What follows belongs to an exercise in optimizing a design on an open flow for small area, a short achievable clock period and few clock cycles per item; a production flow would make more cautious choices. The RTL was checked by simulation tests, not by an equivalence proof against the original design.

==> flow/design.v, too long to show whole: its modules and the start of the top module <==
// module xsr256_mul1: 2122 lines
// module xsr256_mul2: 1969 lines
// module xoshiro256ss_generator: 172 lines
module xoshiro256ss_generator
(
    input  logic      i_clk,
    input  logic      i_rst_n,
    input  logic      i_in_valid,
    output logic      o_in_stall,
    input  logic [64:0]  i_in_data,
    output logic      o_out_valid,
    input  logic      i_out_stall,
    output logic [116:0] o_out_data
);
  // ...
==> flow/flow/run.sh <==
#!/bin/bash
# Standard ORFS layout, with repair_timing aiming for extra setup slack and
# plain buffers on the ports (the clock and constraints are the design's own).
set -euo pipefail
bash standard.sh SETUP_SLACK_MARGIN=8.0 "BUFFER_PORTS_ARGS=-buffer_cell sky130_fd_sc_hd__buf_2" finish > standard_flow.log 2>&1
==> flow/standard.sh <==
#!/bin/bash
# synth_recipe.tcl (not shown) runs the flow's synth.tcl, then flattens the netlist and writes it again
# the make line also repeats each setting of config.mk as NAME=value (left out here)
make -C /OpenROAD-flow-scripts/flow DESIGN_CONFIG=/design/flow/config.mk WORK_HOME=/design/flow/orfs CLKGATE_MAP_FILE= SYNTH_SCRIPT=/design/flow/synth_recipe.tcl "${@:-finish}"
==> flow/config.mk <==
export PLATFORM = sky130hd
export DESIGN_NAME = xoshiro256ss_generator
export DESIGN_NICKNAME = xoshiro256ss_generator
export VERILOG_FILES = /design/flow/design.v
export SDC_FILE = /design/flow/constraint.sdc
export NUM_CORES = 4
export LEC_CHECK = 0
export CAP_MARGIN = 20
export CORE_MARGIN = 2
export CORE_UTILIZATION = 40
export SLEW_MARGIN = 20
==> flow/constraint.sdc <==
create_clock -name core_clock -period 12.0 [get_ports {i_clk}]
set_input_delay 2.4000 -clock core_clock [delete_from_list [all_inputs] [get_ports {i_clk}]]
set_output_delay 2.4000 -clock core_clock [all_outputs]
set_load 0.01 [all_outputs]
==> results.txt, run 1 <==
- The half-perimeter wire length after placement is 228000 um.
- The routed length on met2 is 135000 um.
- The via count of the first global-routing pass is 65300.
- The largest fanout of any net on the critical path is 22.
- The wire length per cell is 25.5 um.
- The total number of multi-input combinational cells is 7524.
- The number of antenna violations at the first check in global routing came to 21.
- The origin of the critical flop-to-flop path is r_ir_d[38].
- The weighted congestion reported at the end of routability-driven placement is 1.05.
- Derived from the worst setup path, the maximum achievable clock frequency is 249 MHz.
- The total area inside the core boundary comes to 197000 um2.
- The busiest layer in global routing is met2.
- After synthesis, flip-flops and latches occupy 26.1% of the total area.
- The count of cell types in the netlist is 95.
- The critical path runs through a total of 13 cells.
- The number of endpoints failing setup at the final stage is 0.
- The CTS clock-pin slew for the worst setup and hold paths is 0.06 ns.
- Detailed routing placed a total of 27000 um of wire on met3.
- In the synthesized netlist the dominant register cell turns out to be sky130_fd_sc_hd__edfxtp_1.
- After layout, the minimum clock period comes to 4.02 ns.
- In this run the cell area measured after placement is 82300 um2.
- The commonest cells after synthesis are 1979 x sky130_fd_sc_hd__xnor2_1, 779 x sky130_fd_sc_hd__a21oi_1, 651 x sky130_fd_sc_hd__nand2_1, 651 x sky130_fd_sc_hd__nor2_1, 644 x sky130_fd_sc_hd__xor2_1.
- In this run the number of H-tree levels came out at 3.
- The flow ran to the end and the layout has no timing, DRC or antenna violations.
- The share of cell area taken by multi-input logic gates is 63.9%.
- The non-clock inverter instance count of the final layout is 302.
- The first global-routing pass estimated 439000 um of wire.
- Sorting the synthesized cells by area gives the leading types as sky130_fd_sc_hd__xnor2_1 22%, sky130_fd_sc_hd__edfxtp_1 17%, sky130_fd_sc_hd__dfxtp_1 9.1%.
- The endpoint type of the worst setup path is a register.
- The leading area contributor after synthesis is sky130_fd_sc_hd__xnor2_1.
Testbench counts, summed over its fixed seeds: cycles 7,752, items 6,380.
==> run 2, diff against run 1 <==
--- a/flow/config.mk
+++ b/flow/config.mk
@@ -9,3 +9,4 @@
 export CORE_MARGIN = 2
 export CORE_UTILIZATION = 40
+export GPL_ROUTABILITY_DRIVEN = 0
 export SLEW_MARGIN = 20
==> results.txt, run 2 <==
- By instance count, the leading cell after synthesis is sky130_fd_sc_hd__xnor2_1.
- A synthesized cell averages 8.70 um2.
- The number of hold violations in the final report is 0.
- The total of hold buffers inserted after clock tree synthesis is 0.
- Setup repair after global routing could not meet its margin everywhere.
- The count of cell types in the netlist is 95 (unchanged).
- Summed over all failing endpoints, the final setup total negative slack is 0 ns.
- Counting the fill cells in the layout gives 18700.
- For this run, the number of Yosys warnings is 1.
- Summed over all layers, the global routing overflow is 0.
- On the final layout, the worst hold slack is 0.415 ns.
- After global routing, the most crowded layer is met2.
- The number of nets handed over by synthesis was 9395.
- The placeable core region is 197000 um2 (unchanged).
- The maximum level of the CTS H-tree was 3 (unchanged).
- Buffers inserted during clock tree synthesis total 90.
- The category of the critical setup timing path is register to register.
- The area growth from synthesis to layout is 13.5%.
- The top cell types in the final layout, fill and taps aside, are 1879 x sky130_fd_sc_hd__xnor2_1, 750 x sky130_fd_sc_hd__a21oi_1, 648 x sky130_fd_sc_hd__nor2_1.
- The detailed-route wire length is 284000 um.
- Synthesis inferred 807 register bits.
- In this run the critical register-to-register path is launched from r_ir_d[17].
- The die is 448 um wide.
- Counting instances, the worst hold path has a depth of 1.
- The sequential element share of the synthesized area is 26.1% (unchanged).
- Summing all non-filler instances in the final layout gives an area of 89700 um2.
- At the worst endpoint, the required time is 12.57 ns.
- The share of async-settable or async-resettable flops after synthesis is 0%.
- For this configuration, the core starts out at a cell density of 40.1%.
- Setup slack on the worst reg-to-reg path comes out at 8.00 ns.
- The flow ran to the end and the layout has no timing, DRC or antenna violations.
- Counting cells, the worst reg-to-reg path comes to 13.
- During I/O placement, the number of pins put on the boundary was 188.
- The half-perimeter wire length after placement is 210000 um (-7.7%).
- STA puts the critical path data arrival time at 4.58 ns.
- TritonCTS built the clock tree.
- Leaving out fill and tap cells, the most frequent cell in the layout is sky130_fd_sc_hd__xnor2_1.
- The clock period minus final worst setup slack came to 4.00 ns (-0.0142 ns).
- The CTS clock-pin slew for the worst setup and hold paths is 0.06 ns (about the same).
- Row generation in the floorplan step produced 163 rows.
- The insertion delay of the later-clocked pin in the worst-skew pair is 0.72 ns.
- The tool flagged a number of max-cap violations equal to 0.
- For hold timing, the worst endpoint is r_z3[0].
- The largest fanout of any net on the critical path was 6 (-73%).
- The via count of the first global-routing pass came to 65400 (+0.21%).
- The maximum number of pins on one net before global-route repair is 160.
- The total global-route track usage is 27.3%.
- Yosys attributes the largest share of cell area to sky130_fd_sc_hd__xnor2_1 22%, sky130_fd_sc_hd__edfxtp_1 17%, sky130_fd_sc_hd__dfxtp_1 9.1%.
- Ranked by instance count, the synthesized netlist is headed by 1979 x sky130_fd_sc_hd__xnor2_1, 779 x sky130_fd_sc_hd__a21oi_1, 651 x sky130_fd_sc_hd__nand2_1, 651 x sky130_fd_sc_hd__nor2_1, 644 x sky130_fd_sc_hd__xor2_1.
- During placement, the flow inserted port buffers numbering 187.
- The leading area contributor after synthesis is sky130_fd_sc_hd__xnor2_1.
- In the routed layout, each cell is associated on average with a via count of 5.76.
- The remaining antenna violation count after routing is 0.
- The wire length per cell is 23.7 um (-6.9%).
- In the routed design, unresolved DRC markers number 0.
- The path type of the worst min-delay path is register to register.
- The met1 track utilization from global routing is 34.5%.
- The number of pins exceeding their max-slew limit in the final report is 0.
- The headroom to the max-slew limit is 17.9%.
- The number of design-rule violations left by the first detailed-router iteration is 8193.
- The multi-input combinational cells in the finished layout cover a total of 57300 um2.
- The final layout contains 9570 nets.
- Summing all flip-flop and latch instances after layout gives 20700 um2.
- Measured along the y axis, the die boundary spans 448 um.
- The fraction of layout instances using a drive strength above 1 is 12.7%.
- The maximum clock insertion buffer count is 3.
- In the global route stage, met3 resource usage came out at 8.09%.
- The capturing point of the worst reg2reg path is r_m1s[55].
- The clock net sink count is 807.
- The mapped netlist covers 79000 um2.
- The root cell of the clock tree is sky130_fd_sc_hd__clkbuf_16.
- The upper clock frequency limit was 250 MHz (+0.36%).
- The full die area is 201000 um2.
- At the pin with the least slew margin, the transition time is 1.22 ns.
- STA classifies the critical path startpoint as a register.
- The number of antenna violations at the first check in global routing is 3 (-86%).
- The number of cells produced by synthesis is 9087.
- The area share of the largest cell type after synthesis is 21.9%.
- The via count of the routed design is 69000.
- The worst min-delay path startpoint is r_m1s[0].
- The detailed-router iteration count before antenna repair is 12.
- The endpoint type of the worst setup path is a register.
- The placed cell area came to 82200 um2 (about the same).
- The global-route wire length before repair is 415000 um (-5.3%).
- For met2 alone, demand over resource in global routing was 41.2%.
- Of the available clock period, the critical path in the final layout requires 33.4%.
- The most used flip-flop cell after synthesis is sky130_fd_sc_hd__edfxtp_1.
- The number of flops mapped to enable cells by yosys is 448.
- Across the routed clock network, the largest skew measured is 0.0422 ns.
- The number of endpoints failing setup at the final stage came to 0 (unchanged).
==> run 2: kinds of logic after synthesis <==
kind of cell,Yosys count,synth area share (%)
buffers and inverters,756,4.21
multiplexers,100,1.30
AND/OR/NAND/NOR,1815,10.1
adder cells (fa/ha/maj),810,11.1
flip-flops,807,26.1
AO/OA/AOI/OAI,2060,15.1
XOR/XNOR,2739,32.1
==> run 2: through the flow <==
stage	util [%]	cells	setup slack [ns]
floorplan	-	9087	8.13
global placement	41.8	11600	7.18
detailed placement	41.8	11600	7.09
CTS	44.3	11900	7.94
global route	45.6	12000	7.90
finish	45.6	12000	8.00
==> run 2: worst max path at each step <==
stage	endpoint	start
floorplan	r_s1[10]	r_widx[0]
global placement	r_om[62]	r_p[63]
detailed placement	r_om[62]	r_p[63]
CTS	r_s3[6]	r_m2s[9]
global route	r_s3[48]	r_m2c[9]
finish	r_m1s[55]	r_ir_d[17]
==> run 2: layout make-up <==
| type | instances | share of cell area (%) |
|---|---|---|
| Sequential cell | 807 | 23.1 |
| Antenna cell | 6 | 0.0167 |
| Clock buffer | 115 | 2.92 |
| Inverter | 302 | 1.35 |
| Timing Repair Buffer | 537 | 4.35 |
| Tap cell | 2640 | 3.68 |
| Clock inverter | 51 | 0.689 |
| Multi-Input combinational cell | 7524 | 63.9 |
==> run 2: routing by layer <==
layer / wire length (um) / share of wire [%]
met3: 32600 / 11
met1: 112000 / 39
met4: 19900 / 7.0
met5: 73 / 0.026
met2: 120000 / 42
==> run 2: critical path: stages, from the launching register on <==
cell                       delay [ns]
sky130_fd_sc_hd__edfxtp_1        0.60
sky130_fd_sc_hd__xnor2_4         0.27
sky130_fd_sc_hd__buf_4           0.21
sky130_fd_sc_hd__buf_4           0.17
sky130_fd_sc_hd__o21ai_0         0.25
sky130_fd_sc_hd__nand2_1         0.15
sky130_fd_sc_hd__xnor2_1         0.17
sky130_fd_sc_hd__xnor2_1         0.41
sky130_fd_sc_hd__inv_1           0.14
sky130_fd_sc_hd__maj3_1          0.41
sky130_fd_sc_hd__maj3_1          0.38
sky130_fd_sc_hd__xor2_1          0.17
sky130_fd_sc_hd__xnor2_1         0.16
sky130_fd_sc_hd__maj3_1          0.38
==> run 2: repair_timing <==
| action | 4_1_cts | 5_1_grt |
|---|---|---|
| setup endpoints to repair | 307 | 253 |
| setup buffers | 89 | 124 |
| pin swaps | 19 | 58 |
| gates resized for setup | 171 | 270 |
==> run 3, diff against run 2 <==
--- a/flow/config.mk
+++ b/flow/config.mk
@@ -9,4 +9,4 @@
 export CORE_MARGIN = 2
 export CORE_UTILIZATION = 40
-export GPL_ROUTABILITY_DRIVEN = 0
+export CTS_BUF_LIST = sky130_fd_sc_hd__clkbuf_4 sky130_fd_sc_hd__clkbuf_8
 export SLEW_MARGIN = 20
==> results.txt, run 3 <==
- The run finished with no timing, DRC or antenna violations.
- The number of core rows is 163 (unchanged).
- The via count of the routed design is 69300 (+0.51%).
- The most used flip-flop cell after synthesis is sky130_fd_sc_hd__edfxtp_1.
- The final total negative setup slack came to 0 ns (unchanged).
- The origin of the critical flop-to-flop path is r_z3[9].
- The congestion estimate from routability-driven global placement came to 1.05.
- The portion of netlist area occupied by mux cells is 1.30% (unchanged).
- The maximum clock insertion buffer count is 3 (unchanged).
- The number of port buffers is 187 (unchanged).
- The initial standard-cell utilization of the core was 40.1% (unchanged).
- By instance count, the cell type seen most on the critical path is sky130_fd_sc_hd__xnor2_1.
- The count of cell types in the netlist is 95 (unchanged).
- The adder and majority cell fraction of the synthesized area is 11.1% (unchanged).
- The wire length per cell came to 25.3 um (+6.8%).
- The period utilization is 34.2% (+0.86 points).
- The global-route wire length before repair was 440000 um (+5.9%).
- The vertical extent of the die is 448 um (unchanged).
- The largest fanout of any net on the critical path is 28 (+22).
- In this run the worst setup path terminates at r_m2c[54].
- The worst setup path is captured at a register.
- The total grt overflow was 0 (unchanged).
- The post-synthesis net count is 9395 (unchanged).
- The total of hold buffers inserted after clock tree synthesis is 0 (unchanged).
- The largest family of logic cells by synthesized area is XOR/XNOR gates.
- The number of flops mapped to enable cells by yosys is 448 (unchanged).
- The final-layout worst hold slack came to 0.411 ns (-0.00455 ns).
- The number of stages on the worst hold path is 1 (unchanged).
- The cell count along the critical path is 8 (-5).
- The mean instance size in the synthesized netlist came to 8.70 um2 (unchanged).
- The growth of design area from synthesis to finish is 14.8%.
- The half-perimeter wire length after placement is 228000 um (+8.3%).
- The arrival time of data at the critical path endpoint is 4.78 ns (+0.20 ns).
- Setup repair after global routing could not meet its margin everywhere.
- The insertion delay of the later-clocked pin in the worst-skew pair is 0.93 ns (+0.21 ns).
- The master of the slowest instance on the critical path is sky130_fd_sc_hd__xor2_1.
- The placed cell area was 82300 um2 (about the same).
- The number of clock buffers inserted by TritonCTS is 150 (+67%).
- The area share of the largest cell type after synthesis is 21.9% (unchanged).
- The sequential element share of the synthesized area is 26.1% (unchanged).
- The number of endpoints failing setup at the final stage is 0 (unchanged).
- The fraction of the mapped netlist area in simple logic gates is 10.1% (unchanged).
- The root cell of the clock tree is sky130_fd_sc_hd__clkbuf_8.
- The maximum level of the CTS H-tree is 4 (+1).
- The tightest min-delay check is of the register to register type.
- The summed instance area of the synthesized netlist came to 79000 um2 (unchanged).
- The timing startpoint of the critical path is r_z3[9].
- The number of design-rule violations left by the first detailed-router iteration is 7169 (-12%).
- The number of nets in the finished design is 9650 (+0.84%).
- The remaining antenna violation count after routing is 0 (unchanged).
- The kind of cell adding the most delay to the critical path is XOR/XNOR gates.
- In the layout the commonest cells are 1847 x sky130_fd_sc_hd__xnor2_1, 741 x sky130_fd_sc_hd__a21oi_1, 645 x sky130_fd_sc_hd__nand2_1.
- The filler cell count in the final layout was 19100 (+1.7%).
- The category of the critical setup timing path is register to register.
- The via-per-instance ratio is 5.72 (-0.57%).
- The post-synthesis xor/xnor area fraction is 32.1% (unchanged).
- The required time at the endpoint of the critical path is 12.67 ns (+0.10 ns).
- The post-synthesis sequential element count is 807 (unchanged).
- The critical path goes through buf_6, xor2_1, xnor2_1, xnor2_1, a21oi_1, maj3_1, xnor2_1, xnor2_1.
- The combined buffer and inverter count along the critical path came to 1 (-2).
- The post-synthesis compound-gate area fraction came to 15.1% (unchanged).
- The number of antenna violations at the first check in global routing is 19 (+16).
- The fraction of layout instances using a drive strength above 1 is 14.7% (+2.0 points).
- The worst register-to-register path ends at r_m2c[54].
- The non-filler instance count after layout is 12100 (+1.1%).
- The number of pins exceeding their max-slew limit in the final report is 0 (unchanged).
- The full die area is 201000 um2 (unchanged).
- The placeable core region is 197000 um2 (unchanged).
- The maximum clock skew at final layout was 0.0923 ns (+0.0501 ns).
- The library cell used most frequently in the layout, excluding fill and tap cells, is sky130_fd_sc_hd__xnor2_1.
- The worst-margin pin slew came to 1.15 ns (-0.0707 ns).
- The number of cells produced by synthesis was 9087 (unchanged).
- The worst reg2reg path depth came to 8 (-5).
- The warning count from the yosys run was 1 (unchanged).
- The max-capacitance violation count was 0 (unchanged).
- The maximum number of pins on one net before global-route repair came to 182 (+14%).
- The headroom to the max-slew limit is 23.0% (+5.0 points).
- The number of placed instances, taps included was 11600 (-0.034%).
- The upper clock frequency limit is 243 MHz (-2.5%).
- The total global-route track usage came to 29.5% (+2.3 points).
- By instance count, the leading cell after synthesis is sky130_fd_sc_hd__xnor2_1.
- The detailed-router iteration count before antenna repair is 9 (-3).
- The clock net sink count is 807 (unchanged).
- The number of remaining DRC errors was 0 (unchanged).
- The horizontal die dimension is 448 um (unchanged).
- The number of top-level pins was 188 (unchanged).
- Ranked by instance count, the synthesized netlist is headed by 1979 x sky130_fd_sc_hd__xnor2_1, 779 x sky130_fd_sc_hd__a21oi_1, 651 x sky130_fd_sc_hd__nand2_1, 651 x sky130_fd_sc_hd__nor2_1, 644 x sky130_fd_sc_hd__xor2_1.
- The share of async-settable or async-resettable flops after synthesis is 0% (unchanged).
- The worst setup path is launched from a register.
- The CTS clock-pin slew for the worst setup and hold paths came to 0.06 ns (about the same).
- The clock period minus final worst setup slack was 4.11 ns (+0.104 ns).
- The via count of the first global-routing pass is 65900 (+0.73%).
- The detailed-route wire length was 307000 um (+7.9%).
- The setup slack on the worst flop-to-flop path was 7.89 ns (-0.10 ns).
- The CTS tree is done.
- Ranked by total cell area, the synthesized netlist is headed by sky130_fd_sc_hd__xnor2_1 22%, sky130_fd_sc_hd__edfxtp_1 17%, sky130_fd_sc_hd__dfxtp_1 9.1%.
- The delay of the slowest critical-path stage is 0.94 ns (+0.34 ns).
- The final instance area is 90700 um2 (+1.2%).
- The leading area contributor after synthesis is sky130_fd_sc_hd__xnor2_1.
- The number of hold violations in the final report is 0 (unchanged).
## run 3: cell count changes in the layout (fill, tap and decap cells not counted), sizes merged
cell,change
clkbuf,+117
inv,+1
diode,-1
buf,+15
clkinv,+1
bufbuf,+2
bufinv,-4
## run 3: worst min path at each step
stage | start | slack (ns) | end
final | r_m1s[8] | 0.41 | r_z3[8]
after global routing | r_m1s[8] | 0.42 | r_z3[8]
after CTS | r_m1s[8] | 0.39 | r_z3[8]
after detailed placement | r_m1s[4] | 0.41 | r_z3[4]
after global placement | r_m1s[4] | 0.41 | r_z3[4]
after floorplan | r_m1s[0] | 0.41 | r_z3[0]
## run 3: routing by layer
metal	track usage, %	wire length [um]
met1	37.9	124000
met2	46.3	135000
met3	5.76	27700
met4	16.8	20500
met5	0	46
## run 3: logic make-up after synthesis
| family | count (synthesis) |
|---|---|
| multiplexers | 100 |
| flip-flops | 807 |
| buffers and inverters | 756 |
| adder cells (fa/ha/maj) | 810 |
| XOR/XNOR | 2739 |
| AND/OR/NAND/NOR | 1815 |
| AO/OA/AOI/OAI | 2060 |
## run 3: area by class of cell
type / count / area [um2] / share of cell area (%)
antenna: 5 / 12.5 / 0.0138
clock buffer: 229 / 2800 / 3.08
clock inverter: 49 / 537 / 0.592
inverter: 302 / 1210 / 1.33
multi-input combinational: 7524 / 58000 / 63.9
sequential: 807 / 20700 / 22.8
tap: 2640 / 3300 / 3.64
timing repair buffer: 557 / 4220 / 4.65
## run 3: metrics by stage
stage,utilization (%),setup slack (ns)
6_report,46.1,7.89
5_1_grt,46.1,7.80
4_1_cts,44.7,7.93
3_5_place_dp,41.8,7.09
3_3_place_gp,41.8,6.84
2_1_floorplan,-,8.13
## run 3: what timing repair did
action,CTS,global route
gates resized for setup,241,325
cloned,2,2
buffers inserted,99,135
endpoints found under the setup margin,331,259
pin swaps,24,64
==> run 4, diff against run 3 <==
--- a/flow/config.mk
+++ b/flow/config.mk
@@ -6,7 +6,6 @@
 export NUM_CORES = 4
 export LEC_CHECK = 0
-export CAP_MARGIN = 20
+export CAP_MARGIN = 5
 export CORE_MARGIN = 2
 export CORE_UTILIZATION = 40
-export CTS_BUF_LIST = sky130_fd_sc_hd__clkbuf_4 sky130_fd_sc_hd__clkbuf_8
-export SLEW_MARGIN = 20
+export SLEW_MARGIN = 5
==> results.txt, run 4 <==
- The remaining antenna violation count after routing is 0 (unchanged).
- The period utilization is 33.7% (-0.56 points).
- The final total negative setup slack is 0 ns (unchanged).
- The critical path in this run is classified as register to register.
- The maximum number of pins on one net before global-route repair is 182 (unchanged).
- The total of hold buffers inserted after clock tree synthesis is 0 (unchanged).
- The number of clock buffers inserted by TritonCTS was 93 (-38%).
- The via count of the first global-routing pass is 65200 (-1.1%).
- The commonest non-fill, non-tap cell in the layout is sky130_fd_sc_hd__xnor2_1.
- The via count of the routed design was 68700 (-0.98%).
- The headroom to the max-slew limit is 20.4% (-2.5 points).
- The largest fanout of any net on the critical path is 4 (-86%).
- The final-layout worst hold slack is 0.391 ns (-0.0195 ns).
- The number of hold violations in the final report is 0 (unchanged).
- The worst setup path is launched from a register.
- The post-synthesis net count is 9395 (unchanged).
- Among all flip-flop cells after synthesis, the most frequent one is sky130_fd_sc_hd__edfxtp_1.
- The count of cell types in the netlist came to 95 (unchanged).
- The initial standard-cell utilization of the core was 40.1% (unchanged).
- The mean instance size in the synthesized netlist came to 8.70 um2 (unchanged).
- The worst setup path is captured at a register.
- The maximum level of the CTS H-tree is 3 (-1).
- Setup repair after global routing could not meet its margin everywhere.
- The post-placement setup slack is 6.77 ns (-0.319 ns).
- The arrival time of data at the critical path endpoint is 4.51 ns (-0.27 ns).
- The number of remaining DRC errors is 0 (unchanged).
- The via-per-instance ratio came to 5.71 (-0.18%).
- The worst register-to-register path begins at r_m2s[9].
- In the layout the commonest cells are 1848 x sky130_fd_sc_hd__xnor2_1, 741 x sky130_fd_sc_hd__a21oi_1, 646 x sky130_fd_sc_hd__nor2_1.
- The max-capacitance violation count is 0 (unchanged).
- The CTS clock-pin slew for the worst setup and hold paths was 0.06 ns (about the same).
- The detailed-route wire length is 306000 um (-0.41%).
- The half-perimeter wire length after placement is 228000 um (about the same).
- The number of pins exceeding their max-slew limit in the final report is 0 (unchanged).
- The maximum clock insertion buffer count is 3 (unchanged).
- The summed instance area of the synthesized netlist is 79000 um2 (unchanged).
- The sequential element share of the synthesized area came to 26.1% (unchanged).
- The maximum clock skew at final layout was 0.0877 ns (-0.00462 ns).
- The area share of the largest cell type after synthesis is 21.9% (unchanged).
- The fraction of layout instances using a drive strength above 1 is 13.8% (-0.95 points).
- The number of cells produced by synthesis was 9087 (unchanged).
- The warning count from the yosys run is 1 (unchanged).
- The worst-case setup margin in the final layout is 7.96 ns (+0.0676 ns).
- The share of async-settable or async-resettable flops after synthesis is 0% (unchanged).
- The upper clock frequency limit is 248 MHz (+1.7%).
- The insertion delay of the later-clocked pin in the worst-skew pair is 0.76 ns (-0.17 ns).
- The number of flops mapped to enable cells by yosys is 448 (unchanged).
- The path type of the worst min-delay path is register to register.
- The wire length per cell is 25.4 um (+0.39%).
- The clock period minus final worst setup slack came to 4.04 ns (-0.0676 ns).
- The clock net sink count is 807 (unchanged).
- The placeable core region was 197000 um2 (unchanged).
- The vertical extent of the die is 448 um (unchanged).
- The required time at the endpoint of the critical path is 12.47 ns (-0.20 ns).
- The weighted congestion reported at the end of routability-driven placement is 1.05 (unchanged).
- The number of endpoints failing setup at the final stage is 0 (unchanged).
- The global-route wire length before repair is 437000 um (-0.73%).
- By count the netlist is led by 1979 x sky130_fd_sc_hd__xnor2_1, 779 x sky130_fd_sc_hd__a21oi_1, 651 x sky130_fd_sc_hd__nand2_1, 651 x sky130_fd_sc_hd__nor2_1, 644 x sky130_fd_sc_hd__xor2_1.
- Among all cell types in the netlist, the one instantiated most often is sky130_fd_sc_hd__xnor2_1.
- The number of port buffers is 187 (unchanged).
- By area the synthesized netlist is led by sky130_fd_sc_hd__xnor2_1 22%, sky130_fd_sc_hd__edfxtp_1 17%, sky130_fd_sc_hd__dfxtp_1 9.1%.
- The total global-route track usage is 29.3% (-0.22 points).
- The run finished with no timing, DRC or antenna violations.
- The full die area is 201000 um2 (unchanged).
- The number of core rows came to 163 (unchanged).
- The post-synthesis sequential element count is 807 (unchanged).
- The worst min-delay path startpoint is r_m1s[10].
- The number of nets in the finished design is 9607 (-0.45%).
- The tree is rooted in a sky130_fd_sc_hd__clkbuf_16.
- TritonCTS built the clock tree.
- The worst-margin pin slew is 1.19 ns (+0.0416 ns).
- The horizontal die dimension was 448 um (unchanged).
- The growth of design area from synthesis to finish is 15.0%.
- The detailed-router iteration count before antenna repair is 7 (-2).
- The total grt overflow is 0 (unchanged).
- The number of top-level pins was 188 (unchanged).
- Tracing the worst setup path back leads to its startpoint at r_m2s[9].
- The number of design-rule violations left by the first detailed-router iteration was 7143 (-0.36%).
- The number of antenna violations at the first check in global routing is 21 (+2).
- Of all cell types, the one taking the most synthesized area is sky130_fd_sc_hd__xnor2_1.
## run 4: cell count changes in the layout (fill, tap and decap cells not counted), moves of 5 or more
| cell | before | now |
|---|---|---|
| sky130_fd_sc_hd__clkinv_16 | 0 | 5 |
| sky130_fd_sc_hd__buf_12 | 19 | 29 |
| sky130_fd_sc_hd__inv_16 | 6 | 1 |
| sky130_fd_sc_hd__clkbuf_1 | 0 | 14 |
| sky130_fd_sc_hd__xor2_1 | 607 | 602 |
| sky130_fd_sc_hd__clkinv_1 | 18 | 12 |
| sky130_fd_sc_hd__clkbuf_8 | 174 | 23 |
| sky130_fd_sc_hd__clkbuf_16 | 2 | 102 |
| sky130_fd_sc_hd__clkbuf_4 | 57 | 1 |
| sky130_fd_sc_hd__ha_1 | 221 | 226 |
## run 4: worst max-delay path: stages (launching register included)
cell	delay, ns
sky130_fd_sc_hd__dfxtp_2	0.32
sky130_fd_sc_hd__ha_4	0.26
sky130_fd_sc_hd__and3_4	0.17
sky130_fd_sc_hd__nand4_1	0.15
sky130_fd_sc_hd__a21oi_2	0.26
sky130_fd_sc_hd__o21ai_4	0.11
sky130_fd_sc_hd__a2111oi_4	0.46
sky130_fd_sc_hd__o211ai_1	0.14
sky130_fd_sc_hd__buf_4	0.17
sky130_fd_sc_hd__buf_6	0.11
sky130_fd_sc_hd__o41ai_4	0.37
sky130_fd_sc_hd__mux2_4	0.34
sky130_fd_sc_hd__o211ai_1	0.21
sky130_fd_sc_hd__xor2_1	0.33
sky130_fd_sc_hd__mux2i_1	0.15
sky130_fd_sc_hd__xor2_1	0.16
sky130_fd_sc_hd__a21oi_1	0.09
## run 4: cell type report
type / instances / area (um2)
fillers: 19000 / 106000
repair buffers: 571 / 4450
diodes: 2 / 5.00
well taps: 2640 / 3300
clock inverters: 37 / 442
clock buffers: 133 / 2810
inverters: 302 / 1210
multi-input cells: 7524 / 57900
flip-flops and latches: 807 / 20700
## run 4: metrics by stage
stage	std cells	utilization (%)	instance area (um2)
final	12000	46.2	90800
after global routing	12000	46.2	90800
after CTS	11900	44.8	88100
after detailed placement	11600	41.8	82300
after global placement	11600	41.8	82300
after floorplan	9087	-	79000
## run 4: repair_timing
item / 4_1_cts / 5_1_grt
gates resized for setup: 256 / 313
setup endpoints to repair: 328 / 256
gates cloned: 2 / 2
pin swaps: 27 / 73
hold endpoints to repair: 0 / 0
buffers inserted: 116 / 132
## run 4: kinds of logic after synthesis
kind of cell	synth area share (%)
AO/OA/AOI/OAI	15.1
XOR/XNOR	32.1
adder cells (fa/ha/maj)	11.1
buffers and inverters	4.21
flip-flops	26.1
multiplexers	1.30
AND/OR/NAND/NOR	10.1
## run 4: final timing paths
| kind | endpoint | slack [ns] | depth (start not counted) |
|---|---|---|---|
| max | r_s3[13] | 7.96 | 16 |
| min | r_z3[10] | 0.39 | 1 |
| min reg2reg | r_z3[10] | 0.39 | 1 |
| max reg2reg | r_s3[13] | 7.96 | 16 |
## run 4: layer usage
metal  part of all wire, %  global-route usage (%)  vias up
li1                      -                       -    31500
met1                    40                    37.7    32900
met2                    44                    46.0     3320
met3                   9.3                    5.50      910
met4                   6.7                    16.6        6
met5                 0.012                       0        -
==> run 5, diff against run 4 <==
==> flow/flow/run.sh (replaced) <==
#!/bin/bash
# Standard ORFS layout, with repair_timing aiming for extra setup slack and
# plain buffers on the ports (the clock and constraints are the design's own).
set -euo pipefail
bash standard.sh SETUP_SLACK_MARGIN=8.1 "BUFFER_PORTS_ARGS=-buffer_cell sky130_fd_sc_hd__buf_2" finish > standard_flow.log 2>&1
--- a/flow/config.mk
+++ b/flow/config.mk
@@ -6,6 +6,6 @@
 export NUM_CORES = 4
 export LEC_CHECK = 0
-export CAP_MARGIN = 5
+export CAP_MARGIN = 20
 export CORE_MARGIN = 2
 export CORE_UTILIZATION = 40
-export SLEW_MARGIN = 5
+export SLEW_MARGIN = 20
==> results.txt, run 5 <==
- The root cell of the clock tree is sky130_fd_sc_hd__clkbuf_16.
- The count of cell types in the netlist is 95 (unchanged).
- The clock period minus final worst setup slack is 4.05 ns (+0.00922 ns).
- The headroom to the max-slew limit is 23.0% (+2.5 points).
- Leaving out fill and tap cells, the most frequent cells in the layout are 1816 x sky130_fd_sc_hd__xnor2_1, 726 x sky130_fd_sc_hd__a21oi_1, 645 x sky130_fd_sc_hd__nand2_1.
- Setup repair after global routing could not meet its margin everywhere.
- The most frequent cell after synthesis is sky130_fd_sc_hd__xnor2_1.
- The required time at the endpoint of the critical path came to 12.51 ns (+0.04 ns).
- The number of clock buffers inserted by TritonCTS is 94 (+1.1%).
- The clock net sink count was 807 (unchanged).
- The number of hold violations in the final report is 0 (unchanged).
- The number of remaining DRC errors is 0 (unchanged).
- Ranked by total cell area, the synthesized netlist is headed by sky130_fd_sc_hd__xnor2_1 22%, sky130_fd_sc_hd__edfxtp_1 17%, sky130_fd_sc_hd__dfxtp_1 9.1%.
- The total grt overflow came to 0 (unchanged).
- The fraction of layout instances using a drive strength above 1 came to 15.3% (+1.6 points).
- The wire length per cell is 25.5 um (+0.17%).
- The detailed-router iteration count before antenna repair is 8 (+1).
- The weighted congestion reported at the end of routability-driven placement came to 1.05 (unchanged).
- The remaining antenna violation count after routing is 0 (unchanged).
- The number of nets in the finished design was 9672 (+0.68%).
- The area share of the largest cell type after synthesis is 21.9% (unchanged).
- The path type of the worst min-delay path is register to register.
- The largest total area in the synthesized netlist belongs to sky130_fd_sc_hd__xnor2_1.
- The number of design-rule violations left by the first detailed-router iteration is 7165 (+0.31%).
- The half-perimeter wire length after placement is 228000 um (about the same).
- The maximum clock insertion buffer count is 3 (unchanged).
- The period utilization is 33.7% (+0.077 points).
- The number of pins exceeding their max-slew limit in the final report is 0 (unchanged).
- The maximum clock skew at final layout is 0.109 ns (+0.0209 ns).
- The prevailing post-synth register cell is sky130_fd_sc_hd__edfxtp_1.
- The maximum number of pins on one net before global-route repair is 182 (unchanged).
- Relative to the synthesized area, the layout overhead comes to 16.8%.
- The core utilization of the finished layout is 46.9% (+0.75 points).
- The worst reg2reg path depth was 16 (unchanged).
- The number of antenna violations at the first check in global routing is 20 (-4.8%).
- The largest fanout of any net on the critical path is 6 (+2).
- STA classifies the critical path endpoint as a register.
- The via-per-instance ratio is 5.74 (+0.44%).
- The maximum level of the CTS H-tree is 3 (unchanged).
- The initial standard-cell utilization of the core is 40.1% (unchanged).
- The total global-route track usage is 29.6% (+0.25 points).
- The number of top-level pins is 188 (unchanged).
- The detailed-route wire length is 308000 um (+0.80%).
- The insertion delay of the later-clocked pin in the worst-skew pair is 0.79 ns (+0.03 ns).
- The startpoint kind of the worst setup timing path is a register.
- The vertical extent of the die is 448 um (unchanged).
- The via count of the routed design was 69400 (+1.1%).
- The CTS clock-pin slew for the worst setup and hold paths is 0.06 ns (about the same).
- The horizontal die dimension is 448 um (unchanged).
- The post-synthesis net count was 9395 (unchanged).
- The arrival time of data at the critical path endpoint is 4.56 ns (+0.05 ns).
- The full die area is 201000 um2 (unchanged).
- The global-route wire length before repair is 440000 um (+0.86%).
- The sequential element share of the synthesized area is 26.1% (unchanged).
- The max-capacitance violation count came to 0 (unchanged).
- The number of stages on the worst hold path is 1 (unchanged).
- The share of async-settable or async-resettable flops after synthesis is 0% (unchanged).
- The warning count from the yosys run is 1 (unchanged).
- The upper clock frequency limit is 247 MHz (-0.23%).
- The number of endpoints failing setup at the final stage is 0 (unchanged).
- The placeable core region is 197000 um2 (unchanged).
- The number of port buffers is 187 (unchanged).
- The final total negative setup slack is 0 ns (unchanged).
- The commonest non-fill, non-tap cell in the layout is sky130_fd_sc_hd__xnor2_1.
- The number of cells produced by synthesis is 9087 (unchanged).
- The post-synthesis sequential element count was 807 (unchanged).
- The via count of the first global-routing pass came to 65600 (+0.69%).
- The summed instance area of the synthesized netlist is 79000 um2 (unchanged).
- The number of core rows was 163 (unchanged).
- The number of flops mapped to enable cells by yosys was 448 (unchanged).
- The worst-margin pin slew was 1.15 ns (-0.0460 ns).
- The mean instance size in the synthesized netlist is 8.70 um2 (unchanged).
- The CTS tree is done.
- The flow ran to the end and the layout has no timing, DRC or antenna violations.
- The commonest cells after synthesis are 1979 x sky130_fd_sc_hd__xnor2_1, 779 x sky130_fd_sc_hd__a21oi_1, 651 x sky130_fd_sc_hd__nand2_1, 651 x sky130_fd_sc_hd__nor2_1, 644 x sky130_fd_sc_hd__xor2_1.
- The critical path in this run is classified as register to register.
-- run 5: cell counts after synthesis --
Identical to the previous run, type by type.
-- run 5: cell type report --
class	instances	area [um2]
Multi-Input combinational cell	7524	58600
Clock buffer	128	2690
Antenna cell	5	12.5
Inverter	302	1230
Tap cell	2640	3300
Clock inverter	50	648
Fill cell	18800	105000
Timing Repair Buffer	635	5100
Sequential cell	807	20700
-- run 5: cell families after synthesis --
kind of cell / after synthesis / synth area share (%)
adder cells (fa/ha/maj): 810 / 11.1
AND/OR/NAND/NOR: 1815 / 10.1
flip-flops: 807 / 26.1
buffers and inverters: 756 / 4.21
XOR/XNOR: 2739 / 32.1
multiplexers: 100 / 1.30
AO/OA/AOI/OAI: 2060 / 15.1
-- run 5: worst paths after layout --
kind              startpoint        to  slack [ns]
hold / removal      r_m1s[4]   r_z3[4]        0.42
hold reg to reg     r_m1s[4]   r_z3[4]        0.42
setup reg to reg    r_m2s[2]  r_s0[32]        7.95
setup / recovery    r_m2s[2]  r_s0[32]        7.95
-- run 5: layer usage --
layer / track usage, % / share of wire (%)
met1: 38.1 / 40
met2: 46.9 / 44
met3: 5.50 / 9.1
met4: 15.9 / 6.7
met5: 0 / 0.015
-- run 5: critical path, stage by stage, from the launching register on --
cell,delay (ns)
sky130_fd_sc_hd__dfxtp_1,0.45
sky130_fd_sc_hd__and3_2,0.28
sky130_fd_sc_hd__nand4_1,0.18
sky130_fd_sc_hd__a21oi_2,0.26
sky130_fd_sc_hd__o21ai_4,0.12
sky130_fd_sc_hd__a2111oi_4,0.42
sky130_fd_sc_hd__o211ai_1,0.13
sky130_fd_sc_hd__buf_4,0.17
sky130_fd_sc_hd__buf_6,0.11
sky130_fd_sc_hd__o41ai_4,0.39
sky130_fd_sc_hd__mux2_4,0.34
sky130_fd_sc_hd__o211ai_1,0.23
sky130_fd_sc_hd__xor2_1,0.32
sky130_fd_sc_hd__buf_4,0.17
sky130_fd_sc_hd__nor2_2,0.04
sky130_fd_sc_hd__a21oi_1,0.15
sky130_fd_sc_hd__o211ai_1,0.11
-- run 5: per-stage QoR --
stage	std cells	cell area, um2	worst slack [ns]	hold WS (ns)
3_5_place_dp	11600	82300	7.09	0.409
4_1_cts	11900	88900	8.06	0.417
6_report	12100	92300	7.95	0.420
2_1_floorplan	9087	79000	8.13	0.409
3_3_place_gp	11600	82300	6.84	0.411
5_1_grt	12100	92300	7.85	0.421
-- run 5: repair_timing --
action,in CTS,in global routing
gates resized for setup,351,381
gates cloned,2,4
hold buffers,0,0
pin swaps,34,85
endpoints found under the setup margin,369,252
buffers inserted,145,163
==> module xoshiro256ss_generator, before the edit <==
module xoshiro256ss_generator
(
    input  logic      i_clk,
    input  logic      i_rst_n,
    input  logic      i_in_valid,
    output logic      o_in_stall,
    input  logic [64:0]  i_in_data,
    output logic      o_out_valid,
    input  logic      i_out_stall,
    output logic [116:0] o_out_data
);
    logic        r_ir_v, r_ir_k;
    logic [63:0] r_ir_d;
    logic       r_vb, r_vc, r_vd, r_ve;
    logic [1:0] r_ccount;
    logic [1:0] r_widx;      
    logic       r_zf;
    logic [63:0] r_s0, r_s1, r_s2, r_s3;
    logic        r_p_v;
    logic [63:0] r_p;
    logic        r_om_v, r_os_v;
    logic [63:0] r_om, r_os;
    logic [63:0] r_m1s, r_m1c, r_z3, r_m2s, r_m2c;
    logic busy, start, ctr_step, ready, exec, p_moves, pop;
    assign busy     = r_vb | r_vc | r_vd | (r_ve & (r_widx != 2'd3));
    assign start    = r_ir_v & (r_ir_k == CMD_SEED) & !r_vb;
    assign ctr_step = start | (r_vb & (r_ccount != 2'd0));
    assign p_moves  = r_p_v & !r_os_v;
    assign exec     = r_ir_v & (r_ir_k != CMD_SEED) & !busy & (!r_p_v | !r_os_v);
    assign pop      = r_om_v & !i_out_stall;
    logic       r_ready;
    logic       n_ir_v, n_ir_k, n_vb, n_vc, n_vd, n_ve, n_p_v, n_os_v;
    logic [1:0] n_ccount, n_widx;
    logic       n_busy, n_start, n_ctr_step, n_exec, n_ready;
    assign ready = r_ready;
    always_comb begin
        n_ir_v   = ready ? i_in_valid : (r_ir_v & !(start | exec));
        n_ir_k   = ready ? i_in_data[64] : r_ir_k;
        n_vb     = start | (r_vb & (r_ccount != 2'd0));
        n_ccount = start ? 2'd3 : ((r_vb & (r_ccount != 2'd0)) ? r_ccount - 2'd1 : r_ccount);
        n_vc     = r_vb;
        n_vd     = r_vc;
        n_ve     = r_vd;
        n_widx   = r_widx + {1'b0, r_ve};
        n_p_v    = exec | (r_p_v & !p_moves);
        n_os_v   = r_os_v ? !pop : (p_moves & r_om_v & !pop);
        n_busy     = n_vb | n_vc | n_vd | (n_ve & (n_widx != 2'd3));
        n_start    = n_ir_v & (n_ir_k == CMD_SEED) & !n_vb;
        n_ctr_step = n_start | (n_vb & (n_ccount != 2'd0));
        n_exec     = n_ir_v & (n_ir_k != CMD_SEED) & !n_busy & (!n_p_v | !n_os_v);
        n_ready    = !n_ctr_step & (!n_ir_v | n_exec);
    end
    always_ff @(posedge i_clk) begin
        if (!i_rst_n)
            r_ready <= 1'b1;
        else
            r_ready <= n_ready;
    end
    assign o_in_stall = !r_ready;
    always_ff @(posedge i_clk) begin
        if (ctr_step)
            r_ir_d <= r_ir_d + SM_GAMMA;
        else if (ready)
            r_ir_d <= i_in_data[63:0];
    end
    always_ff @(posedge i_clk) begin
        if (!i_rst_n) begin
            r_ir_v <= 1'b0;
            r_ir_k <= 1'b0;
        end else if (ready) begin
            r_ir_v <= i_in_valid;
            r_ir_k <= i_in_data[64];
        end else if (start | exec) begin
            r_ir_v <= 1'b0;
        end
    end
    always_ff @(posedge i_clk) begin
        if (!i_rst_n) begin
            r_vb     <= 1'b0;
            r_vc     <= 1'b0;
            r_vd     <= 1'b0;
            r_ve     <= 1'b0;
            r_ccount <= 2'd0;
            r_widx   <= 2'd0;
            r_zf     <= 1'b1;
        end else begin
            if (start) begin
                r_vb     <= 1'b1;
                r_ccount <= 2'd3;
                r_zf     <= 1'b0;
            end else if (r_vb) begin
                if (r_ccount == 2'd0)
                    r_vb <= 1'b0;
                else
                    r_ccount <= r_ccount - 2'd1;
            end
            r_vc <= r_vb;
            r_vd <= r_vc;
            r_ve <= r_vd;
            if (r_ve)
                r_widx <= r_widx + 2'd1;
        end
    end
    logic [63:0] z1, m1s, m1c, z2, m2s, m2c, z4, word;
    assign z1 = r_ir_d ^ (r_ir_d >> 30);
    xsr256_mul1 u_mul1 (.x(z1), .ps(m1s), .pc(m1c));
    assign z2 = r_m1s + r_m1c;
    xsr256_mul2 u_mul2 (.x(r_z3), .ps(m2s), .pc(m2c));
    assign z4 = r_m2s + r_m2c;
    assign word = z4 ^ (z4 >> 31);
    always_ff @(posedge i_clk) begin
        r_m1s <= m1s;
        r_m1c <= m1c;
        r_z3  <= z2 ^ (z2 >> 27);
        r_m2s <= m2s;
        r_m2c <= m2c;
    end
    logic [63:0] s3e, t, w2, w3;
    assign s3e = r_ve ? word : r_s3;
    assign t   = r_s1 << 17;
    assign w2  = r_s2 ^ r_s0;
    assign w3  = s3e ^ r_s1;
    always_ff @(posedge i_clk) begin
        if (exec) begin
            r_s0 <= r_s0 ^ w3;
            r_s1 <= r_s1 ^ w2;
            r_s2 <= w2 ^ t;
            r_s3 <= {w3[18:0], w3[63:19]};
        end else if (r_ve) begin
            if (r_widx == 2'd0) r_s0 <= word;
            if (r_widx == 2'd1) r_s1 <= word;
            if (r_widx == 2'd2) r_s2 <= word;
            if (r_widx == 2'd3) r_s3 <= word;
        end
    end
    always_ff @(posedge i_clk) begin
        if (exec)
            r_p <= r_zf ? 64'd0 : (r_s1 + {r_s1[61:0], 2'b00});
    end
    always_ff @(posedge i_clk) begin
        if (!i_rst_n)
            r_p_v <= 1'b0;
        else if (exec)
            r_p_v <= 1'b1;
        else if (p_moves)
            r_p_v <= 1'b0;
    end
    logic [63:0] rp, res;
    assign rp  = {r_p[56:0], r_p[63:57]};
    assign res = rp + {rp[60:0], 3'b000};
    always_ff @(posedge i_clk) begin
        if (!r_os_v)
            r_os <= res;
        if (!r_om_v | pop)
            r_om <= r_os_v ? r_os : res;
    end
    always_ff @(posedge i_clk) begin
        if (!i_rst_n) begin
            r_om_v <= 1'b0;
            r_os_v <= 1'b0;
        end else begin
            if (!r_om_v | pop)
                r_om_v <= r_os_v | p_moves;
            if (r_os_v)
                r_os_v <= !pop;
            else
                r_os_v <= p_moves & r_om_v & !pop;
        end
    end
    assign o_out_valid = r_om_v;
    assign o_out_data  = {r_om, r_om[63:11]};
endmodule
==> run 6, diff against run 5 <==
--- a/flow/design.v
+++ b/flow/design.v
@@ -4134,6 +4134,6 @@
         n_ir_k   = ready ? i_in_data[64] : r_ir_k;
         n_vb     = start | (r_vb & (r_ccount != 2'd0));
-        n_ccount = start ? 2'd3 : ((r_vb & (r_ccount != 2'd0)) ? r_ccount - 2'd1 : r_ccount);
-        n_vc     = r_vb;
+        n_ccount = start ? 2'd2 : ((r_vb & (r_ccount != 2'd0)) ? r_ccount - 2'd1 : r_ccount);
+        n_vc     = start | r_vb;
         n_vd     = r_vc;
         n_ve     = r_vd;
@@ -4158,5 +4158,5 @@
             r_ir_d <= r_ir_d + SM_GAMMA;
         else if (ready)
-            r_ir_d <= i_in_data[63:0];
+            r_ir_d <= i_in_data[63:0] + SM_GAMMA;
     end
     always_ff @(posedge i_clk) begin
@@ -4183,5 +4183,5 @@
             if (start) begin
                 r_vb     <= 1'b1;
-                r_ccount <= 2'd3;
+                r_ccount <= 2'd2;
                 r_zf     <= 1'b0;
             end else if (r_vb) begin
@@ -4191,5 +4191,5 @@
                     r_ccount <= r_ccount - 2'd1;
             end
-            r_vc <= r_vb;
+            r_vc <= start | r_vb;
             r_vd <= r_vc;
             r_ve <= r_vd;
==> flow/flow/run.sh (replaced) <==
#!/bin/bash
# Standard ORFS layout, with repair_timing aiming for extra setup slack and
# plain buffers on the ports (the clock and constraints are the design's own).
set -euo pipefail
bash standard.sh SETUP_SLACK_MARGIN=8.0 "BUFFER_PORTS_ARGS=-buffer_cell sky130_fd_sc_hd__buf_2" finish > standard_flow.log 2>&1
--- a/flow/config.mk
+++ b/flow/config.mk
@@ -9,3 +9,4 @@
 export CORE_MARGIN = 2
 export CORE_UTILIZATION = 40
+export GPL_ROUTABILITY_DRIVEN = 0
 export SLEW_MARGIN = 20
==> results.txt, run 6 <==
- The multi-input logic area is 58200 um2 (-0.61%).
- The vertical extent of the die is 449 um (about the same).
- The number of top-level pins is 188 (unchanged).
- TritonCTS built the clock tree.
- The number of design-rule violations left by the first detailed-router iteration is 7512 (+4.8%).
- The placed cell area is 82500 um2 (+0.26%).
- The timing startpoint of the critical path is i_in_data[1].
- The number of hold violations in the final report is 0 (unchanged).
- The CTS clock-pin slew for the worst setup and hold paths is 0.07 ns (about the same).
- The via-per-instance ratio is 5.74 (about the same).
- The number of nets in the finished design came to 9661 (-0.11%).
- The full die area is 201000 um2 (+0.11%).
- The sequential cell area is 20700 um2 (about the same).
- The period utilization came to 38.7% (+5.0 points).
- The via count of the first global-routing pass is 66300 (+1.0%).
- The wire length per cell is 23.6 um (-7.4%).
- Ranked by total cell area, the synthesized netlist is headed by sky130_fd_sc_hd__xnor2_1 22%, sky130_fd_sc_hd__edfxtp_1 17%, sky130_fd_sc_hd__dfxtp_1 9.1%.
- The tree is rooted in a sky130_fd_sc_hd__clkbuf_16.
- The arrival time of data at the critical path endpoint is 5.04 ns (+0.48 ns).
- The maximum number of pins on one net before global-route repair is 96 (-47%).
- The count of cell types in the netlist is 95 (unchanged).
- The endpoint identified for the worst register-to-register timing path is r_ir_d[42].
- In this run the worst hold path is classified as register to register.
- The warning count from the yosys run is 1 (unchanged).
- The insertion delay of the later-clocked pin in the worst-skew pair is 0.76 ns (-0.03 ns).
- The clock net sink count is 807 (unchanged).
- The post-synthesis sequential element count is 807 (unchanged).
- The detailed-router iteration count before antenna repair is 10 (+2).
- The core utilization of the finished layout is 46.3% (-0.56 points).
- The fraction of layout instances using a drive strength above 1 is 14.1% (-1.2 points).
- The number of remaining DRC errors is 0 (unchanged).
- The total grt overflow is 0 (unchanged).
- The number of pins exceeding their max-slew limit in the final report is 0 (unchanged).
- The placeable core region was 197000 um2 (+0.10%).
- The required time at the endpoint of the critical path is 12.40 ns (-0.11 ns).
- The number of placed instances, taps included came to 11700 (+0.53%).
- The worst min-delay path startpoint is r_m1s[3].
- The number of port buffers is 187 (unchanged).
- The maximum clock insertion buffer count is 3 (unchanged).
- The number of cells produced by synthesis is 9130 (+0.47%).
- The global-route wire length before repair is 418000 um (-5.0%).
- The share of async-settable or async-resettable flops after synthesis is 0% (unchanged).
- The post-synthesis net count came to 9439 (+0.47%).
- The top cell types in the final layout, fill and taps aside, are 1860 x sky130_fd_sc_hd__xnor2_1, 723 x sky130_fd_sc_hd__a21oi_1, 667 x sky130_fd_sc_hd__nand2_1.
- Setup repair after global routing could not meet its margin everywhere.
- The number of flops mapped to enable cells by yosys was 448 (unchanged).
- The final total negative setup slack is 0 ns (unchanged).
- The number of antenna violations at the first check in global routing is 6 (-70%).
- The remaining antenna violation count after routing is 0 (unchanged).
- The initial standard-cell utilization of the core came to 40.2% (about the same).
- The total of hold buffers inserted after clock tree synthesis is 0 (unchanged).
- The critical path capture point is r_ir_d[36].
- The number of core rows was 163 (unchanged).
- The maximum clock skew at final layout is 0.0763 ns (-0.0323 ns).
- The number of endpoints failing setup at the final stage is 0 (unchanged).
- The upper clock frequency limit is 215 MHz (-13%).
- In the post-synthesis netlist, the cell with the most instances is sky130_fd_sc_hd__xnor2_1.
- The clock period minus final worst setup slack is 4.65 ns (+0.595 ns).
- The area share of the largest cell type after synthesis is 21.8% (-0.16 points).
- The setup path with the least slack is of type primary input to register.
- The via count of the routed design is 69300 (-0.12%).
- The half-perimeter wire length after placement is 210000 um (-7.7%).
- The library cell used most frequently in the layout, excluding fill and tap cells, is sky130_fd_sc_hd__xnor2_1.
- The largest fanout of any net on the critical path is 5 (-1).
- The worst reg2reg path depth came to 16 (unchanged).
- The max-capacitance violation count is 0 (unchanged).
- The prevailing post-synth register cell is sky130_fd_sc_hd__edfxtp_1.
- The worst register-to-register path begins at r_ccount[0].
- The setup slack on the worst flop-to-flop path is 7.65 ns (-0.30 ns).
- The total global-route track usage came to 27.0% (-2.6 points).
- The mean instance size in the synthesized netlist is 8.66 um2 (-0.36%).
- Summed over all instances, the cell type with the most area after synthesis is sky130_fd_sc_hd__xnor2_1.
- The worst-margin pin slew was 1.20 ns (+0.0539 ns).
- The startpoint kind of the worst setup timing path is a primary input.
- The summed instance area of the synthesized netlist is 79100 um2 (+0.11%).
- The endpoint type of the worst setup path is a register.
- The non-filler instance count after layout is 12100 (-0.091%).
- The growth of design area from synthesis to finish is 15.4%.
- After synthesis, the most frequently instantiated cells are 1967 x sky130_fd_sc_hd__xnor2_1, 762 x sky130_fd_sc_hd__a21oi_1, 688 x sky130_fd_sc_hd__xor2_1.
- The final instance area is 91300 um2 (-1.1%).
- The sequential element share of the synthesized area came to 26.1% (-0.030 points).
- The filler cell count in the final layout is 18700 (-0.45%).
- The headroom to the max-slew limit is 19.3% (-3.6 points).
- The number of clock buffers inserted by TritonCTS is 94 (unchanged).
- The flow ran to the end and the layout has no timing, DRC or antenna violations.
- The horizontal die dimension is 449 um (about the same).
- The maximum level of the CTS H-tree is 3 (unchanged).
- The detailed-route wire length was 285000 um (-7.4%).
-- run 6: changes by cell type in the layout (fill, tap and decap cells not counted), moves of 14 or more --
cell / before / now
sky130_fd_sc_hd__nand2_1: 645 / 667
sky130_fd_sc_hd__nor2b_1: 77 / 62
sky130_fd_sc_hd__o21ai_0: 589 / 568
sky130_fd_sc_hd__and2_1: 35 / 49
sky130_fd_sc_hd__a21o_1: 173 / 195
sky130_fd_sc_hd__xnor2_1: 1816 / 1860
sky130_fd_sc_hd__nor2_1: 643 / 661
sky130_fd_sc_hd__inv_1: 255 / 223
sky130_fd_sc_hd__xor2_2: 41 / 24
sky130_fd_sc_hd__buf_4: 350 / 298
sky130_fd_sc_hd__xnor2_2: 152 / 120
sky130_fd_sc_hd__xor2_1: 598 / 660
sky130_fd_sc_hd__mux2i_1: 76 / 112
-- run 6: logic make-up after synthesis --
group,count (synthesis),share of synthesized area (%)
xor+xnor,2759,32.0
simple gates,1857,10.2
compound gates,2060,15.2
fa+ha+maj,795,10.9
buf+inv,724,3.95
mux,128,1.64
flops,807,26.1
-- run 6: final cells by class --
cell class / count / area share [%]
multi-input combinational: 7599 / 63.8
sequential: 807 / 22.7
timing repair buffer: 569 / 4.76
tap: 2640 / 3.62
clock buffer: 133 / 3.18
inverter: 281 / 1.24
clock inverter: 45 / 0.707
antenna: 6 / 0.0164
-- run 6: worst min path at each step --
stage,end,cells past startpoint,slack [ns]
floorplan,r_z3[10],1,0.41
global placement,r_z3[9],1,0.42
finish,r_z3[3],1,0.40
global route,r_z3[7],1,0.42
detailed placement,r_z3[4],1,0.42
CTS,r_z3[3],1,0.41
-- run 6: layer usage --
layer / up-vias / track usage [%] / wire length (um)
li1: 31700 / - / -
met1: 32700 / 33.9 / 113000
met2: 3698 / 41.5 / 123000
met3: 1138 / 7.44 / 29800
met4: 6 / 15.2 / 20100
met5: - / 0 / 36
-- run 6: through the flow --
stage	hold WS, ns	setup slack [ns]
finish	0.396	7.35
global placement	0.416	6.42
global route	0.423	7.29
floorplan	0.409	6.94
detailed placement	0.417	6.47
CTS	0.408	7.47
-- run 6: critical path, cell delays in order --
cell                       delay (ns)
sky130_fd_sc_hd__buf_2           0.07
sky130_fd_sc_hd__nand3_1         0.13
sky130_fd_sc_hd__nand2_2         0.15
sky130_fd_sc_hd__ha_4            0.14
sky130_fd_sc_hd__inv_2           0.04
sky130_fd_sc_hd__a32o_2          0.25
sky130_fd_sc_hd__a2111o_1        0.44
sky130_fd_sc_hd__a21bo_4         0.27
sky130_fd_sc_hd__a21oi_4         0.17
sky130_fd_sc_hd__buf_4           0.14
sky130_fd_sc_hd__or2_4           0.13
sky130_fd_sc_hd__nor2_2          0.05
sky130_fd_sc_hd__o21ai_4         0.22
sky130_fd_sc_hd__a21oi_2         0.09
sky130_fd_sc_hd__xor2_1          0.19
sky130_fd_sc_hd__nor2_1          0.11
sky130_fd_sc_hd__a21oi_1         0.06
-- run 6: timing repair --
action | in CTS | in global routing
setup buffers | 120 | 120
pin swaps | 55 | 97
gates cloned | 0 | 2
resized for setup | 292 | 338
endpoints found under the setup margin | 502 | 283
Testbench counts of run 6, summed over its fixed seeds: cycles 7,572, items 6,380.

## what the ideal ports hide
How much do the figures lean on ideal ports? The routed layouts below were timed once more, with nothing changed but the port constraints.
Step 1 (the two cells are an assumption about what drives the block):
set clk [get_ports {i_clk}]
set_driving_cell -lib_cell sky130_fd_sc_hd__clkbuf_16 $clk
set_driving_cell -lib_cell sky130_fd_sc_hd__buf_2 [delete_from_list [all_inputs] $clk]
Step 2 adds t to the input delays and takes it off the output delays; t is the mean of the earliest and latest rising clock arrival at the registers after step 1. Input paths then give back, and output paths get back, about the clock's delay inside the block.
a / b / c = ideal ports / drivers / drivers and shift; a / b = the first two.
run | t, ns | setup WS [ns] | worst setup path after step 2 | worst register clock-pin slew, ns | worst data-port slew with drivers (ns)
run 1 | 0.819 | 7.982 / 7.982 / 7.982 | register to register | 0.08 / 0.08 | 0.15
run 2 | 0.784 | 7.996 / 7.996 / 7.996 | register to register | 0.07 / 0.07 | 0.07
run 3 | 0.968 | 7.892 / 7.892 / 7.892 | register to register | 0.09 / 0.09 | 0.15
run 4 | 0.801 | 7.960 / 7.960 / 7.960 | register to register | 0.07 / 0.07 | 0.15
run 5 | 0.822 | 7.950 / 7.950 / 7.950 | register to register | 0.07 / 0.07 | 0.15
run 6 | 0.804 | 7.355 / 7.421 / 6.617 | input to register | 0.07 / 0.07 | 0.05
After both steps every run listed still meets setup and hold. The setup slack of run 6, which loses most, moves by +0.066 ns with the drivers and by -0.738 ns with both steps.
